Context: an optimization exercise on an open-source flow, tuned for small area. The choices shown serve that exercise and are no tape-out recipe.
Function was checked by simulation only, so behaviour that the tests miss may differ from the original.
Power and IR drop assume default switching activity.

`config.mk`:
```
export PLATFORM = sky130hd
export DESIGN_NAME = dma_write_top
export DESIGN_NICKNAME = dma_write_top
export VERILOG_FILES = /design/flow/design.v
export SDC_FILE = /design/flow/constraint.sdc
export NUM_CORES = 4
export LEC_CHECK = 0
export CAP_MARGIN = 20
export CORE_MARGIN = 2
export CORE_UTILIZATION = 78
export CTS_BUF_LIST = sky130_fd_sc_hd__clkbuf_8
export CTS_CLUSTER_DIAMETER = 70
export CTS_CLUSTER_SIZE = 18
export PLACE_DENSITY = 0.86
export SLEW_MARGIN = 20
```
`constraint.sdc`:
```
create_clock -name core_clock -period 5.0 [get_ports {clk}]
set_input_delay 1.0000 -clock core_clock [delete_from_list [all_inputs] [get_ports {clk}]]
set_output_delay 1.0000 -clock core_clock [all_outputs]
set_load 0.01 [all_outputs]
```
`design.v`:
```
package avalon_pkg;
    typedef logic [32-1:0] bus_word_t;
    typedef logic [31:0] bus_addr_t;           
    typedef logic [16-1:0] burst_cnt_t;  
    localparam int BYTES_PER_WORD = 32 / 8;
endpackage
package dma_pkg;
    typedef struct packed {
        logic [31:0] control;
        logic [31:0] pkt_begin;      
        logic [31:0] pkt_end;        
        logic [31:0] write_address;  
    } wr_desc_t;
    localparam int CTRL_IRQ_EN = 0;
    typedef enum logic [1:0] {
        st_idle,
        st_run,   
        st_done   
    } wr_state_t;
endpackage
module dma_write_top (
    input  logic                   clk,
    input  logic                   reset,
    input  logic                   desc_push,
    input  logic [31:0]            desc_control,
    input  logic [31:0]            desc_pkt_begin,
    input  logic [31:0]            desc_pkt_end,
    input  logic [31:0]            desc_write_address,
    output logic                   desc_full,
    input  logic                   data_push,
    input  avalon_pkg::bus_word_t  data_in,
    output logic                   data_full,
    output avalon_pkg::bus_addr_t  avm_address,
    output avalon_pkg::bus_word_t  avm_writedata,
    output logic                   avm_write,
    output avalon_pkg::burst_cnt_t avm_burstcount,
    input  logic                   avm_waitrequest,
    output logic                   busy,
    output logic                   done_irq,
    output logic [15:0]            xfer_count,
    output logic [15:0]            drop_count
);
    localparam int DW = 41;  
    logic [8:0]  wdiff;
    logic [22:0] carry;
    logic        len_ok;
    logic [7:0]  wcnt;
    assign wdiff    = {1'b0, desc_pkt_end[9:2]} - {1'b0, desc_pkt_begin[9:2]};
    assign carry[0] = wdiff[8];
    for (genvar i = 0; i < 22; i++) begin : g_carry
        assign carry[i+1] = carry[i] & desc_pkt_begin[10+i];
    end
    assign len_ok = (desc_pkt_end[1:0] == 2'b00) && (desc_pkt_begin[1:0] == 2'b00)
                 && ((desc_pkt_end[31:10] ^ desc_pkt_begin[31:10]) == carry[21:0]) && !carry[22];
    assign wcnt   = len_ok ? wdiff[7:0] : 8'd0;  
    logic [DW-1:0] dmem [4];
    logic [2:0]    didx;
    logic          dempty, dpush, dpop;
    logic [DW-1:0] dq;  
    assign desc_full = (didx == 3'd3);
    assign dempty    = didx[2];
    assign dpush     = desc_push && !desc_full;
    logic [31:0] mem [16];
    logic [4:0]  idx;
    logic        empty, push, pop;
    logic [31:0] pend_data;
    assign data_full = (idx == 5'd15);
    assign empty     = idx[4];
    assign push      = data_push && !data_full;
    typedef enum logic [1:0] {s_idle, s_check, s_run, s_done} state_t;
    state_t      state;
    logic [7:0]  fetch_left;  
    logic        hold_valid, pend, accept, move, ok, last;
    logic [31:0] hold_data;
    assign ok     = (dq[39:32] != 8'd0);
    assign dpop   = (state == s_idle) && !dempty;
    assign accept = hold_valid && !avm_waitrequest;
    assign move   = pend && (!hold_valid || accept);
    assign pop    = (state == s_run) && (fetch_left != 8'd0)
                 && !empty && (!pend || move);
    assign last   = (fetch_left == 8'd0) && !pend;
    assign busy           = state[1];
    assign done_irq       = (state == s_done) && dq[40];
    assign avm_address    = dq[31:0];
    assign avm_burstcount = {8'd0, dq[39:32]};
    assign avm_write      = hold_valid;
    assign avm_writedata  = hold_data;
    always_ff @(posedge clk) begin
        if (!reset) begin
            didx       <= '1;
            idx        <= '1;
            state      <= s_idle;
            hold_valid <= 1'b0;
            pend       <= 1'b0;
            xfer_count <= '0;
            drop_count <= '0;
        end else begin
            case ({dpush, dpop})
                2'b10:   didx <= didx + 1'b1;
                2'b01:   didx <= didx - 1'b1;
                default: ;
            endcase
            case ({push, pop})
                2'b10:   idx <= idx + 1'b1;
                2'b01:   idx <= idx - 1'b1;
                default: ;
            endcase
            case (state)
                s_idle:  if (dpop) state <= s_check;
                s_check: begin
                    if (ok) state <= s_run;
                    else begin
                        state      <= s_idle;
                        drop_count <= drop_count + 16'd1;
                    end
                end
                s_run:   if (accept && last) state <= s_done;
                s_done:  begin
                    state      <= s_idle;
                    xfer_count <= xfer_count + 16'd1;
                end
            endcase
            if (move)        hold_valid <= 1'b1;
            else if (accept) hold_valid <= 1'b0;
            if (pop)         pend <= 1'b1;
            else if (move)   pend <= 1'b0;
        end
    end
    logic [31:0] rdata;
    always_comb begin
        rdata = '0;
        for (int i = 0; i < 16; i++) rdata = rdata | (mem[i] & {32{idx[3:0] == 4'(i)}});
    end
    logic [DW-1:0] drdata;
    always_comb begin
        drdata = '0;
        for (int i = 0; i < 4; i++) drdata = drdata | (dmem[i] & {DW{didx[1:0] == 2'(i)}});
    end
    always_ff @(posedge clk) begin
        if (state == s_check)    fetch_left <= dq[39:32];
        else if (pop)            fetch_left <= fetch_left - 1'b1;
        if (dpush) begin
            dmem[0] <= {desc_control[0], wcnt, desc_write_address};
            for (int i = 1; i < 4; i++) dmem[i] <= dmem[i-1];
        end
        if (dpop)  dq <= drdata;
        if (push) begin
            mem[0] <= data_in;
            for (int i = 1; i < 16; i++) mem[i] <= mem[i-1];
        end
        if (pop)   pend_data <= rdata;
        if (move)  hold_data <= pend_data;
    end
endmodule
```
`flow/run.sh`:
```
#!/bin/bash
# The standard layout, with the port buffers made of the smallest buffer cell instead of
# the resizer's default pick (clkdlybuf4s50_1).
set -uo pipefail
bash standard.sh "BUFFER_PORTS_ARGS=-buffer_cell sky130_fd_sc_hd__buf_1" REMOVE_ABC_BUFFERS=1 finish > standard_flow.log 2>&1
status=$?
tail -40 standard_flow.log
exit $status
```
`standard.sh`:
```
#!/bin/bash
# synth_recipe.tcl (not shown) runs the flow's synth.tcl, then flattens the netlist and writes it again
# the make line also repeats each setting of config.mk as NAME=value (left out here)
make -C /OpenROAD-flow-scripts/flow DESIGN_CONFIG=/design/flow/config.mk WORK_HOME=/design/flow/orfs CLKGATE_MAP_FILE= SYNTH_SCRIPT=/design/flow/synth_recipe.tcl "${@:-finish}"
```
==> results of run 1 <==
==> per-layer routing <==
metal	global-route usage (%)	up-vias
li1	-	7346
met1	45.2	8574
met4	11.5	0
met5	0	-
met2	51.8	1263
met3	5.80	171
==> final cells by class <==
cell class	count	area share, %
Antenna cell	1	0.00746
Timing Repair Buffer	279	3.71
Multi-Input combinational cell	733	18.3
Clock buffer	53	2.17
Tap cell	525	1.96
Clock inverter	23	0.295
Inverter	26	0.328
Sequential cell	833	73.3
==> worst paths after layout <==
kind	cells after the start	end	from	slack [ns]
max reg2reg	14	idx[4]	fetch_left[2]	1.78
min reg2reg	0	hold_data[0]	pend_data[0]	0.43
min	0	hold_data[0]	pend_data[0]	0.43
max	12	dmem[0][35]	desc_pkt_end[2]	1.35
==> sequential cells by signal, indices dropped and copies added, names as in the netlist, named ones only <==
register    cells
mem           512
idx             5
fetch_left      8
dmem          164
hold_data      32
hold_valid      1
drop_count     16
pend            1
state           1
xfer_count     16
didx            3
dq             41
pend_data      32
==> layout by cell type (no fill, tap or decap), types with 9 or more instances in the layout <==
cell        n
nor3_1     20
or3_1      14
nand2_1    54
inv_1      41
a22o_1    128
nand3_1    16
o21ai_0    24
mux4_2     41
nand2b_1    9
buf_4      32
nor2b_1    11
xor2_1     25
a21oi_1    13
a221oi_1  128
nor2_1     17
nand4_1    44
edfxtp_1  789
xnor2_1    32
buf_1     242
and2_1     25
clkbuf_8   53
dfxtp_1    42
ha_1       16
==> through the flow <==
step	cell area, µm²	utilization, %	setup TNS (ns)	cells
after floorplan	30700	-	-3554.44	1592
after global placement	32700	82.5	0	2395
after detailed placement	32700	82.5	0	2396
after CTS	33500	84.6	0	2472
after global routing	33500	84.6	0	2472
final	33500	84.6	0	2473
==> kinds of logic (layout without fill, tap and decap cells) <==
group                      count (synthesis)  count (layout)  synth area share, %
xor gates and xnor gates                  57              57                 1.59
adders and majority gates                 20              20                0.863
AOI/OAI and AO/OA                        328             328                 8.64
muxes                                     47              47                 3.15
other                                      1               9               0.0120
buffers and inverters                    144             381                 2.31
and+or+nand+nor                          273             273                 4.94
DFF                                      833             833                 78.5
==> power by group <==
group          leakage (nW)  switching, mW  internal (mW)  total (mW)
registers              7.97          0.530           9.00        9.53
logic                  2.56           1.46          0.897        2.35
clock network         0.479           1.95          0.982        2.93
total                  11.0           3.93           10.9        14.8
==> reports/qor.txt, run 1 <==
Avg Cell Area, Syn - 18.4 µm²
Vias in the first global route - 17.3k
Post-placement setup slack - 0.773 ns
Root Buffer Master - clkbuf_8
Die area - 41800 µm²
Max Slew Vio Count - 0
WP data required - 5.48 ns
Number of synthesized flops with an enable pin - 789
Layout cells sized above 1 - 8.78%
Routed WL per cell - 26.9 µm
Met3 WL - 7050 µm
Most used cell, CP - nor3_1
Clk pin slew, worst setup/hold paths - 0.10 ns
Hold-fix buffers at CTS - 0
CTS buffer count - 52
Worst-margin pin slew - 1.13 ns
Largest net degree at the start of global routing - 120
GPL Wtd Cong - 0.909
Family with the most delay on the worst path - simple AND/OR/NAND/NOR gates
CP Cell Sequence - buf_1, inv_1, ha_1, fa_1, nand2b_1, a211oi_2, nor3_1, or4b_2, a32o_1, nor4_4, nand4_4, nor3_1
Fmax - 274 MHz
Crit Path Max Fanout - 8
Most common cell in the netlist - edfxtp_1
Post-synthesis cell area - 31300 µm²
Crit-path max cell delay - 0.62 ns
DR pass1 iterations - 5
Clk Latency, worst-skew pair - 0.67 ns
Core area - 39600 µm²
Remaining global-route overflow - 0
Clk sinks - 833
Outcome - finished clean
Multi-input gate area - 6130 µm²
Top Metal Used - met4
Fillers - 1655
CP endpoint kind - flop
Hold_ws - 0.429 ns
Post-synth ARST share - 0%
Initial Util - 79.0%
FP Rows - 73
I/O pin count - 282
Skew final - 0.0263 ns
Warnings, synthesis - 3
Number of synthesized register bits - 833
Largest cells by area after synthesis - edfxtp_1 76%, a221oi_1 3.6%, a22o_1 3.6%
Initial antenna violation count - 1
P&R area growth vs syn - 7.13%
GRT Total Usage - 32.1%
Via density - 7.02
Slew Limit Headroom - 24.9%
Max-cap violations - 0
Iter 0 DRT Violations - 2233
Crit-path slowest cell - or4b_2
Critical path type - primary input to flop
Post-CTS setup buffers - 0
Final worst slack - 1.35 ns
Via count - 17.4k
Final Hold Fails - 0
Hold crit path type - flop to flop
CP Launch Type - primary input
Synth top area share - 75.7%
Metal1 wirelength - 24500 µm
Post-synth top cells - 789 x edfxtp_1, 128 x a221oi_1, 128 x a22o_1
Clk buf depth - 3
Maximum VDD drop - 0.265 mV
Final setup fails - 0
TritonCTS clock tree - built
Post-Synthesis Cells - 1703
RSZ-0062 raised after global routing - no
Global-route wire length before repair - 99300 µm
Power after layout - 14.8 mW
Die Span Y - 204 µm
Final period demand of the worst path - 3.65 ns
WL final - 66500 µm
WP buf/inv - 2
# nets final - 2109
H-tree depth - 2
Unique masters post-synth - 61
DP Wirelength - 41000 µm
Chip width - 204 µm
Register area - 24600 µm²
Area leader, netlist - edfxtp_1
Crit path arrival time - 4.12 ns
Post-cts resize count - 0
Register area share after synthesis - 78.5%
Buffers on Ports - 242
Met2 WL - 32900 µm
Leakage - 11.0 nW
Pwr/cell area - 442 nW/µm²
DRT antenna net count - 0
DR DRC count - 0
Most used DFF post-synth - edfxtp_1
Final Cycle Share - 72.9%
==> run 2: changes to the inputs <==
--- a/config.mk
+++ b/config.mk
@@ -9,3 +9,3 @@
 export CORE_MARGIN = 2
-export CORE_UTILIZATION = 78
+export CORE_UTILIZATION = 74
 export CTS_BUF_LIST = sky130_fd_sc_hd__clkbuf_8
@@ -13,3 +13,3 @@
 export CTS_CLUSTER_SIZE = 18
-export PLACE_DENSITY = 0.86
+export PLACE_DENSITY = 0.82
 export SLEW_MARGIN = 20
==> reports/qor.txt, run 2 <==
Worst-margin pin slew - 1.13 ns (+0.00368 ns)
DR pass1 iterations - 6 (+1)
WP data required - 5.49 ns (about the same)
# nets final - 2106 (-0.14%)
Clk sinks - 833 (unchanged)
Global-route wire length before repair - 95700 µm (-3.6%)
DP Wirelength - 38500 µm (-6.1%)
TritonCTS clock tree - built
Post-Synthesis Cells - 1703 (unchanged)
Met1 Use GR - 41.6% (-3.6 points)
Vias in the first global route - 16.8k (-2.6%)
Initial Util - 74.8% (-4.2 points)
Max Slew Vio Count - 0 (unchanged)
Main combinational cell family by area after synthesis - compound AO/OA/AOI/OAI gates
Post-CTS setup buffers - 0 (unchanged)
Max reg flops - 512 (unchanged)
Commonest cells after routing, fill and taps aside - 789 x edfxtp_1, 242 x buf_1, 128 x a22o_1, 128 x a221oi_1, 54 x nand2_1
XOR/XNOR Fraction of Synth Area - 1.59% (unchanged)
Crit path arrival time - 4.06 ns (-0.06 ns)
Final Cycle Share - 71.3% (-1.6 points)
Clk pin slew, worst setup/hold paths - 0.11 ns (about the same)
Number of synthesized flops with an enable pin - 789 (unchanged)
Via density - 6.83 (-2.7%)
Die area - 44000 µm² (+5.3%)
Avg Cell Area, Syn - 18.4 µm² (unchanged)
DRT antenna net count - 0 (unchanged)
Register area share after synthesis - 78.5% (unchanged)
Fillers - 2141 (+29%)
Final setup fails - 0 (unchanged)
H-tree depth - 2 (unchanged)
Most used DFF post-synth - edfxtp_1
Die Span Y - 210 µm (+2.6%)
Top Registers - mem (512), dmem (164), dq (41)
Post-Synth Adder-Cell Area - 0.863% (unchanged)
Chip width - 210 µm (+2.6%)
Clk Latency, worst-skew pair - 0.68 ns (about the same)
GR Util met3 - 6.08% (+0.27 points)
Via count - 17.0k (-2.2%)
Iter 0 DRT Violations - 2005 (-10%)
Initial antenna violation count - 3 (+2)
Simple-Gate Fraction of Synth Area - 4.94% (unchanged)
I/O pin count - 282 (unchanged)
Met2 GRT Util - 46.1% (-5.7 points)
Outcome - finished clean
Clk buf depth - 3 (unchanged)
Layout cells sized above 1 - 8.59% (-0.19 points)
CTS buffer count - 52 (unchanged)
Skew final - 0.0263 ns (-0.0000434 ns)
Largest Register - mem
Commonest non-fill, non-tap cell in the layout - edfxtp_1
Max-cap violations - 0 (unchanged)
Post-synth top cells - 789 x edfxtp_1, 128 x a221oi_1, 128 x a22o_1
Crit Path Max Fanout - 10 (+2)
Core area - 41900 µm² (+5.6%)
Most used cell, CP - nor3_1
WL final - 63800 µm (-4.1%)
Hold crit path type - flop to flop
Placed cell count - 2407 (+0.46%)
Leakage - 11.0 nW (about the same)
Slew Limit Headroom - 24.6% (-0.25 points)
Area leader, netlist - edfxtp_1
Post-synthesis mux area share - 3.15% (unchanged)
CP Cell Sequence - buf_1, inv_1, ha_1, fa_1, nand2b_1, a21o_1, a21oi_1, nor3_1, maj3_1, nor4_4, nand4_4, nor3_1
R2r setup slk - 1.86 ns (+0.08 ns)
Synth top area share - 75.7% (unchanged)
Remaining global-route overflow - 0 (unchanged)
Final period demand of the worst path - 3.57 ns (-0.0787 ns)
Number of synthesized register bits - 833 (unchanged)
Unique masters post-synth - 61 (unchanged)
Largest net degree at the start of global routing - 101 (-16%)
CP endpoint kind - flop
Fmax - 280 MHz (+2.2%)
Synth Area in Compound Gates - 8.64% (unchanged)
Post-synth ARST share - 0% (unchanged)
Warnings, synthesis - 3 (unchanged)
Crit-path max cell delay - 0.54 ns (-0.08 ns)
GRT Total Usage - 29.1% (-3.0 points)
Routed WL per cell - 25.7 µm (-4.5%)
Most common cell in the netlist - edfxtp_1
Post-synthesis cell area - 31300 µm² (unchanged)
Maximum VDD drop - 0.332 mV (+25%)
GPL Wtd Cong - 0.841 (-7.5%)
Setup TNS - 0 ns (unchanged)
Register area - 24600 µm² (unchanged)
Post-cts resize count - 0 (unchanged)
Pwr/cell area - 440 nW/µm² (-0.31%)
Critical path type - primary input to flop
FP Rows - 75 (+2.7%)
Largest cells by area after synthesis - edfxtp_1 76%, a221oi_1 3.6%, a22o_1 3.6%
DR DRC count - 0 (unchanged)
Buffers on Ports - 242 (unchanged)
Fin cells - 2485 (+0.49%)
Multi-input gate area - 6120 µm² (-0.16%)
CP Launch Type - primary input
Final Hold Fails - 0 (unchanged)
Crit-path slowest cell - a21oi_1
GR peak layer - met2
Hold-fix buffers at CTS - 0 (unchanged)
P&R area growth vs syn - 7.09% (about the same)
Hold_ws - 0.417 ns (-0.0122 ns)
RSZ-0062 raised after global routing - no
Root Buffer Master - clkbuf_8
[run 2: cell count changes in the layout (fill, tap and decap cells not counted), sizes merged]
cell | before | now
clkinvlp | 3 | 2
diode | 1 | 3
clkinv | 3 | 1
inv | 43 | 45
buf | 279 | 276
[run 2: power by group]
| part | switching (mW) | internal, mW | leakage (nW) | total [mW] |
|---|---|---|---|---|
| clock | 1.97 | 0.982 | 0.489 | 2.95 |
| combinational | 1.42 | 0.892 | 2.55 | 2.31 |
| sequential | 0.500 | 9.00 | 7.97 | 9.50 |
[run 2: worst paths after layout]
check,to,startpoint,depth (start not counted)
max,dmem[0][35],desc_pkt_end[2],12
min,hold_data[9],pend_data[9],0
min reg2reg,hold_data[9],pend_data[9],0
max reg2reg,idx[4],fetch_left[3],14
[run 2: metrics by stage]
step | instance area (µm²) | total power, mW | setup WS (ns) | utilization, %
after floorplan | 30700 | 11.2 | -6.82 | -
after global placement | 32700 | 11.8 | 0.927 | 78.1
after detailed placement | 32700 | 11.9 | 0.747 | 78.1
after CTS | 33500 | 14.8 | 1.46 | 80.1
after global routing | 33500 | 15.3 | 1.20 | 80.1
final | 33500 | 14.8 | 1.43 | 80.1
[run 2: metal layers]
layer  vias up  routed length (µm)  share of wire [%]
li1       7330                   -                  -
met1      8448               24800                 39
met2      1029               30700                 48
met3       166                6390                 10
met4         2                1960                3.1
met5         -                  13              0.020
[run 2: worst max-delay path: cells and delay by family]
family,cells,cell delay (ns)
simple gates,5,1.16
fa+ha+maj,3,1.03
compound gates,2,0.76
buf+inv,2,0.11
[run 2: layout make-up]
class / instances / area share (%)
multi-input combinational: 733 / 18.2
sequential: 833 / 73.3
timing repair buffer: 276 / 3.62
tap: 539 / 2.01
antenna: 3 / 0.0224
clock buffer: 53 / 2.18
clock inverter: 22 / 0.306
inverter: 26 / 0.328
[run 2: logic make-up (layout without fill, tap and decap cells)]
family,count (synthesis),count (layout)
XOR/XNOR,57,57
buffers and inverters,144,377
AND/OR/NAND/NOR,273,273
flip-flops,833,833
other,1,11
AO/OA/AOI/OAI,328,328
adder cells (fa/ha/maj),20,20
multiplexers,47,47
==> run 3: changes to the inputs <==
--- a/config.mk
+++ b/config.mk
@@ -10,3 +10,3 @@
 export CORE_UTILIZATION = 74
-export CTS_BUF_LIST = sky130_fd_sc_hd__clkbuf_8
+export CTS_BUF_LIST = sky130_fd_sc_hd__clkbuf_4 sky130_fd_sc_hd__clkbuf_8
 export CTS_CLUSTER_DIAMETER = 70
==> reports/qor.txt, run 3 <==
Die Span Y - 210 µm (unchanged)
Most common cell in the netlist - edfxtp_1
WP data required - 5.49 ns (about the same)
Post-synthesis mux area share - 3.15% (unchanged)
Placed inst area - 32700 µm² (unchanged)
Global-route wire length before repair - 96000 µm (+0.32%)
GRT Total Usage - 29.2% (+0.14 points)
Via density - 6.80 (-0.42%)
Clk Latency, worst-skew pair - 0.68 ns (about the same)
H-tree depth - 2 (unchanged)
Final Cycle Share - 71.2% (-0.090 points)
Final period demand of the worst path - 3.56 ns (-0.00448 ns)
Post-cts resize count - 0 (unchanged)
Placed cell count - 2407 (unchanged)
Post-synth ARST share - 0% (unchanged)
Multi-input gate area - 6120 µm² (unchanged)
Final setup fails - 0 (unchanged)
DRT antenna net count - 0 (unchanged)
Largest cells by area after synthesis - edfxtp_1 76%, a221oi_1 3.6%, a22o_1 3.6%
RSZ-0062 raised after global routing - no
Skew final - 0.0264 ns (+0.000148 ns)
Max reg flops - 512 (unchanged)
CP Launch Type - primary input
Register area share after synthesis - 78.5% (unchanged)
Crit Path Max Fanout - 10 (unchanged)
Hold path depth - 0 (unchanged)
Hold path start - pend_data[9]
Remaining global-route overflow - 0 (unchanged)
CP Cell Sequence - buf_1, inv_1, ha_1, fa_1, nand2b_1, a21o_1, a21oi_1, nor3_1, maj3_1, nor4_4, nand4_4, nor3_1
Via count - 16.9k (-0.42%)
WP buf/inv - 2 (unchanged)
Most used DFF post-synth - edfxtp_1
Pwr/cell area - 444 nW/µm² (+0.78%)
DR pass1 iterations - 5 (-1)
Util after Layout - 80.3% (+0.17 points)
Fmax - 281 MHz (+0.13%)
Register area - 24600 µm² (unchanged)
Outcome - finished clean
# nets final - 2106 (unchanged)
DP Wirelength - 38500 µm (unchanged)
Number of synthesized register bits - 833 (unchanged)
Crit-path max cell delay - 0.53 ns (about the same)
Post-Synthesis Cells - 1703 (unchanged)
Routed WL per cell - 25.8 µm (+0.48%)
Hold_ws - 0.414 ns (-0.00367 ns)
Critical Path Start - desc_pkt_end[2]
WL final - 64100 µm (+0.48%)
Final Cell Area - 33600 µm² (+0.21%)
Simple-Gate Fraction of Synth Area - 4.94% (unchanged)
Area leader, netlist - edfxtp_1
Iter 0 DRT Violations - 1945 (-3.0%)
Setup TNS - 0 ns (unchanged)
Commonest cells after routing, fill and taps aside - 789 x edfxtp_1, 242 x buf_1, 128 x a22o_1, 128 x a221oi_1, 54 x nand2_1
FP Rows - 75 (unchanged)
Post-synth top cells - 789 x edfxtp_1, 128 x a221oi_1, 128 x a22o_1
Crit-path slowest cell - a21oi_1
Slew Limit Headroom - 25.9% (+1.3 points)
Vias in the first global route - 16.8k (+0.21%)
Crit path arrival time - 4.05 ns (about the same)
Top Registers - mem (512), dmem (164), dq (41)
Final Hold Fails - 0 (unchanged)
Main combinational cell family by area after synthesis - compound AO/OA/AOI/OAI gates
Hold crit path type - flop to flop
Initial antenna violation count - 4 (+1)
Leakage - 11.0 nW (-0.13%)
Synth Area in Compound Gates - 8.64% (unchanged)
Post-CTS setup buffers - 0 (unchanged)
XOR/XNOR Fraction of Synth Area - 1.59% (unchanged)
Post-placement setup slack - 0.747 ns (unchanged)
Power after layout - 14.9 mW (+1.0%)
Largest Register - mem
TritonCTS clock tree - built
Post-synthesis cell area - 31300 µm² (unchanged)
DR DRC count - 0 (unchanged)
I/O pin count - 282 (unchanged)
Worst path depth - 12 (unchanged)
Die area - 44000 µm² (unchanged)
Final worst slack - 1.44 ns (+0.00448 ns)
Critical path type - primary input to flop
Largest net degree at the start of global routing - 101 (unchanged)
Core area - 41900 µm² (unchanged)
Clk pin slew, worst setup/hold paths - 0.11 ns (about the same)
P&R area growth vs syn - 7.32%
CP endpoint kind - flop
Fin cells - 2485 (unchanged)
Most used cell, CP - nor3_1
Max Slew Vio Count - 0 (unchanged)
Maximum VDD drop - 0.331 mV (-0.37%)
Post-Synth Adder-Cell Area - 0.863% (unchanged)
Max-cap violations - 0 (unchanged)
Fillers - 2119 (-1.0%)
Hold-fix buffers at CTS - 0 (unchanged)
Unique masters post-synth - 61 (unchanged)
Worst R2R Path Depth - 14 (unchanged)
Buffers on Ports - 242 (unchanged)
Layout cells sized above 1 - 9.57% (+0.98 points)
Initial Util - 74.8% (unchanged)
Clk sinks - 833 (unchanged)
Warnings, synthesis - 3 (unchanged)
Number of synthesized flops with an enable pin - 789 (unchanged)
Avg Cell Area, Syn - 18.4 µm² (unchanged)
GPL Wtd Cong - 0.841 (unchanged)
Commonest non-fill, non-tap cell in the layout - edfxtp_1
Synth top area share - 75.7% (unchanged)
Chip width - 210 µm (unchanged)
Root Buffer Master - clkbuf_8
Worst R2R Start - fetch_left[3]
Clk buf depth - 3 (unchanged)
Family with the most delay on the worst path - simple AND/OR/NAND/NOR gates
Worst-margin pin slew - 1.11 ns (-0.0196 ns)
CTS buffer count - 52 (unchanged)
## run 3: cell counts after synthesis
Identical to the previous run, type by type.
## run 3: report_power, final
group	leakage (nW)	switching [mW]	internal (mW)	total [mW]
sequential	7.97	0.506	9.00	9.51
clock	0.476	1.96	1.12	3.08
combinational	2.55	1.43	0.892	2.32
## run 3: path summary, 6_finish.rpt
| kind | end | slack (ns) |
|---|---|---|
| setup / recovery | dmem[0][35] | 1.44 |
| hold / removal | hold_data[9] | 0.41 |
| setup reg to reg | idx[4] | 1.85 |
| hold reg to reg | hold_data[9] | 0.41 |
## run 3: final cells by class
| cell class | count | area share [%] |
|---|---|---|
| flip-flops and latches | 833 | 73.1 |
| multi-input cells | 733 | 18.2 |
| repair buffers | 276 | 3.61 |
| clock buffers | 72 | 2.60 |
| well taps | 539 | 2.01 |
| inverters | 26 | 0.328 |
| clock inverters | 3 | 0.0931 |
| diodes | 3 | 0.0223 |
## run 3: cells by family (layout without fill, tap and decap cells)
group,count (synthesis),in the layout
AND/OR/NAND/NOR,273,273
AO/OA/AOI/OAI,328,328
other,1,11
multiplexers,47,47
adder cells (fa/ha/maj),20,20
flip-flops,833,833
XOR/XNOR,57,57
buffers and inverters,144,377
## run 3: worst reg2reg max path: cells and delay by family (launching register included)
family                   cells  cell delay [ns]
AND/OR/NAND/NOR              6             1.54
flip-flops                   1             0.46
adder cells (fa/ha/maj)      2             0.45
AO/OA/AOI/OAI                2             0.34
buffers and inverters        3             0.25
XOR/XNOR                     1             0.10
## run 3: layer usage
layer / global-route usage [%] / routed length, µm / vias to the layer above
met3: 6.18 / 6380 / 178
li1: - / - / 7334
met5: 0 / 11 / -
met2: 46.3 / 30900 / 1039
met1: 41.5 / 24700 / 8351
met4: 10.2 / 2090 / 2
==> run 4: changes to the inputs <==
--- a/flow/run.sh
+++ b/flow/run.sh
@@ -4,3 +4,3 @@
 set -uo pipefail
-bash standard.sh "BUFFER_PORTS_ARGS=-buffer_cell sky130_fd_sc_hd__buf_1" REMOVE_ABC_BUFFERS=1 finish > standard_flow.log 2>&1
+bash standard.sh "BUFFER_PORTS_ARGS=-buffer_cell sky130_fd_sc_hd__buf_1" REMOVE_ABC_BUFFERS=1 RECOVER_POWER=100 finish > standard_flow.log 2>&1
 status=$?
--- a/config.mk
+++ b/config.mk
@@ -10,3 +10,3 @@
 export CORE_UTILIZATION = 74
-export CTS_BUF_LIST = sky130_fd_sc_hd__clkbuf_4 sky130_fd_sc_hd__clkbuf_8
+export CTS_BUF_LIST = sky130_fd_sc_hd__clkbuf_8
 export CTS_CLUSTER_DIAMETER = 70
==> reports/qor.txt, run 4 <==
Critical path type - flop to flop
Max Slew Vio Count - 682 (+682)
Largest net degree at the start of global routing - 101 (unchanged)
Iter 0 DRT Violations - 1926 (-0.98%)
Logic gate share of total power - 15.5% (about the same)
P_sw - 3.89 mW (-0.22%)
Post-cts resize count - 0 (unchanged)
Warnings, synthesis - 3 (unchanged)
WL final - 63800 µm (-0.45%)
Crit-path slowest cell - clkbuf_1
Clk sinks - 833 (unchanged)
Via count - 16.9k (-0.14%)
GPL Wtd Cong - 0.841 (unchanged)
Post-synth ARST share - 0% (unchanged)
DRT antenna net count - 0 (unchanged)
Area leader, netlist - edfxtp_1
Die Span Y - 210 µm (unchanged)
Die area - 44000 µm² (unchanged)
Reg power frac - 64.5% (+0.7 points)
Post-synth top cells - 789 x edfxtp_1, 128 x a221oi_1, 128 x a22o_1
Initial antenna violation count - 3 (-1)
Avg Cell Area, Syn - 18.4 µm² (unchanged)
Hold crit path type - flop to flop
Via density - 6.79 (-0.14%)
DR pass1 iterations - 5 (unchanged)
GRT Total Usage - 29.1% (-0.14 points)
Clock group share of total power - 20.0% (-0.7 points)
Largest cells by area after synthesis - edfxtp_1 76%, a221oi_1 3.6%, a22o_1 3.6%
Post-CTS setup buffers - 0 (unchanged)
Clk Latency, worst-skew pair - 0.69 ns (about the same)
Crit path arrival time - 4.15 ns (+0.10 ns)
Fillers - 2162 (+2.0%)
# nets final - 2106 (unchanged)
WP buf/inv - 3 (+1)
Most used DFF post-synth - edfxtp_1
Fmax - 255 MHz (-9.2%)
Post-Synthesis Cells - 1703 (unchanged)
Final Hold Fails - 0 (unchanged)
Leakage - 10.9 nW (-0.66%)
Global-route wire length before repair - 95700 µm (-0.32%)
Final Cycle Share - 78.4% (+7.2 points)
Most common cell in the netlist - edfxtp_1
Post-synthesis cell area - 31300 µm² (unchanged)
Routed WL per cell - 25.7 µm (-0.45%)
Top Registers - mem (512), dmem (164), dq (41)
Number of synthesized register bits - 833 (unchanged)
H-tree depth - 2 (unchanged)
Outcome - finished with violations
Vias in the first global route - 16.8k (-0.21%)
Final setup fails - 0 (unchanged)
Util after Layout - 79.8% (-0.53 points)
CP Launch Type - flop
Initial Util - 74.8% (unchanged)
Synth top area share - 75.7% (unchanged)
Max reg flops - 512 (unchanged)
Post-placement setup slack - 0.747 ns (unchanged)
Core area - 41900 µm² (unchanged)
CTS buffer count - 52 (unchanged)
Max-cap violations - 13 (+13)
Layout cells sized above 1 - 7.82% (-1.7 points)
CP Cell Sequence - inv_1, ha_1, nand2_1, or3_1, nand4b_1, inv_1, clkbuf_1
Family with the most delay on the worst path - buffers and inverters
Number of synthesized flops with an enable pin - 789 (unchanged)
Worst-margin pin slew - 3.03 ns (+1.92 ns)
Final period demand of the worst path - 3.92 ns (+0.360 ns)
Crit Path Max Fanout - 32 (+22)
Chip width - 210 µm (unchanged)
WP data required - 5.23 ns (-0.26 ns)
Unique masters post-synth - 61 (unchanged)
Pwr/cell area - 443 nW/µm² (-0.18%)
Clk buf depth - 3 (unchanged)
Largest Register - mem
DR DRC count - 0 (unchanged)
Final worst slack - 1.08 ns (-0.360 ns)
CP endpoint kind - flop
FP Rows - 75 (unchanged)
Clk pin slew, worst setup/hold paths - 0.11 ns (about the same)
I/O pin count - 282 (unchanged)
RSZ-0062 raised after global routing - no
Skew final - 0.0297 ns (+0.00331 ns)
Int Pwr - 10.9 mW (-1.1%)
Commonest non-fill, non-tap cell in the layout - edfxtp_1
P&R area growth vs syn - 6.61%
Crit-path max cell delay - 2.14 ns (+1.61 ns)
Buffers on Ports - 242 (unchanged)
Root Buffer Master - clkbuf_8
Violated Checks - max-capacitance violations, max-slew violations
DP Wirelength - 38500 µm (unchanged)
Hold-fix buffers at CTS - 0 (unchanged)
Remaining global-route overflow - 0 (unchanged)
Register area share after synthesis - 78.5% (unchanged)
Slew Limit Headroom - -102% (-130 points)
Most used cell, CP - inv_1
Sw Ratio - 26.3% (+0.16 points)
TritonCTS clock tree - built
Commonest cells after routing, fill and taps aside - 789 x edfxtp_1, 242 x buf_1, 128 x a22o_1, 128 x a221oi_1, 54 x nand2_1
Maximum VDD drop - 0.333 mV (+0.73%)
Setup TNS - 0 ns (unchanged)
[run 4: cell counts after synthesis]
No cell type changed its count.
[run 4: worst register-to-register path, stage by stage, from the launching register on]
cell,delay [ns]
edfxtp_1,0.46
inv_1,0.07
ha_1,0.26
nand2_1,0.13
or3_1,0.14
nand4b_1,0.15
inv_1,0.11
clkbuf_1,2.14
[run 4: logic make-up (layout without fill, tap and decap cells)]
group	count (synthesis)	in the layout	share of synthesized area (%)
adder cells (fa/ha/maj)	20	20	0.863
AO/OA/AOI/OAI	328	328	8.64
flip-flops	833	833	78.5
buffers and inverters	144	377	2.31
AND/OR/NAND/NOR	273	273	4.94
multiplexers	47	47	3.15
other	1	11	0.0120
XOR/XNOR	57	57	1.59
[run 4: final cells by class]
cell class / instances / area [µm²] / area share [%]
Tap cell: 539 / 674 / 2.02
Multi-Input combinational cell: 733 / 6060 / 18.1
Clock buffer: 53 / 729 / 2.19
Inverter: 26 / 110 / 0.330
Antenna cell: 3 / 7.51 / 0.0225
Timing Repair Buffer: 276 / 1120 / 3.36
Clock inverter: 22 / 103 / 0.307
Sequential cell: 833 / 24600 / 73.6
[run 4: worst paths after layout]
kind | from | to | slack [ns] | cells past startpoint
worst max-delay path | fetch_left[0] | pend_data[9] | 1.08 | 7
worst min-delay path | pend_data[9] | hold_data[9] | 0.41 | 0
worst max register to register | fetch_left[0] | pend_data[9] | 1.08 | 7
worst min register to register | pend_data[9] | hold_data[9] | 0.41 | 0
[run 4: per-layer routing]
metal | part of all wire [%] | track usage [%] | routed length, µm | up-vias
met3 | 9.7 | 6.08 | 6210 | 149
met5 | 0.020 | 0 | 13 | -
met4 | 2.8 | 9.64 | 1790 | 2
met1 | 39 | 41.6 | 24900 | 8402
li1 | - | - | - | 7334
met2 | 48 | 46.1 | 30900 | 993
[run 4: power by group through the flow]
| stage | combinational, mW | sequential (mW) | clock [mW] |
|---|---|---|---|
| 2_1_floorplan | 1.41 | 9.84 | 0 |
| 3_3_place_gp | 2.22 | 9.56 | 0 |
| 3_5_place_dp | 2.31 | 9.64 | 0 |
| 4_1_cts | 2.30 | 9.50 | 3.01 |
| 5_1_grt | 2.47 | 9.64 | 3.21 |
| 6_report | 2.29 | 9.54 | 2.96 |
[run 4: per-stage QoR]
stage | hold slack [ns] | instance area, µm² | cells | power [mW]
floorplan | 0.400 | 30700 | 1592 | 11.2
global placement | 0.401 | 32700 | 2407 | 11.8
detailed placement | 0.405 | 32700 | 2407 | 11.9
CTS | 0.424 | 33500 | 2482 | 14.8
global route | 0.432 | 33400 | 2484 | 15.3
finish | 0.410 | 33400 | 2485 | 14.8

[static timing again, ports no longer ideal]
How much do the figures lean on ideal ports? The routed layouts below were timed once more, with nothing changed but the port constraints. Step 1 (the two cells are an assumption about what drives the block):
set clk [get_ports {clk}]
set_driving_cell -lib_cell sky130_fd_sc_hd__clkbuf_16 $clk
set_driving_cell -lib_cell sky130_fd_sc_hd__buf_2 [delete_from_list [all_inputs] $clk]
Step 2 also shifts input and output timing later by t, the mid clock arrival at the registers, as if the neighbouring blocks saw the same clock. Three values: no drivers, after step 1, after step 2; two values: the first two.
| run | t, ns | setup WS [ns] | pins driven straight from the clock port |
|---|---|---|---|
| run 1 | 0.716 | 1.355 / 1.386 / 0.669 | 1 |
| run 2 | 0.731 | 1.433 / 1.462 / 0.731 | 1 |
| run 3 | 0.730 | 1.438 / 1.465 / 0.735 | 1 |
| run 4 | 0.736 | 1.078 / 1.078 / 0.472 | 1 |
For run 3, which loses most, drivers alone change the setup slack by +0.027 ns; drivers and shift together by -0.703 ns.
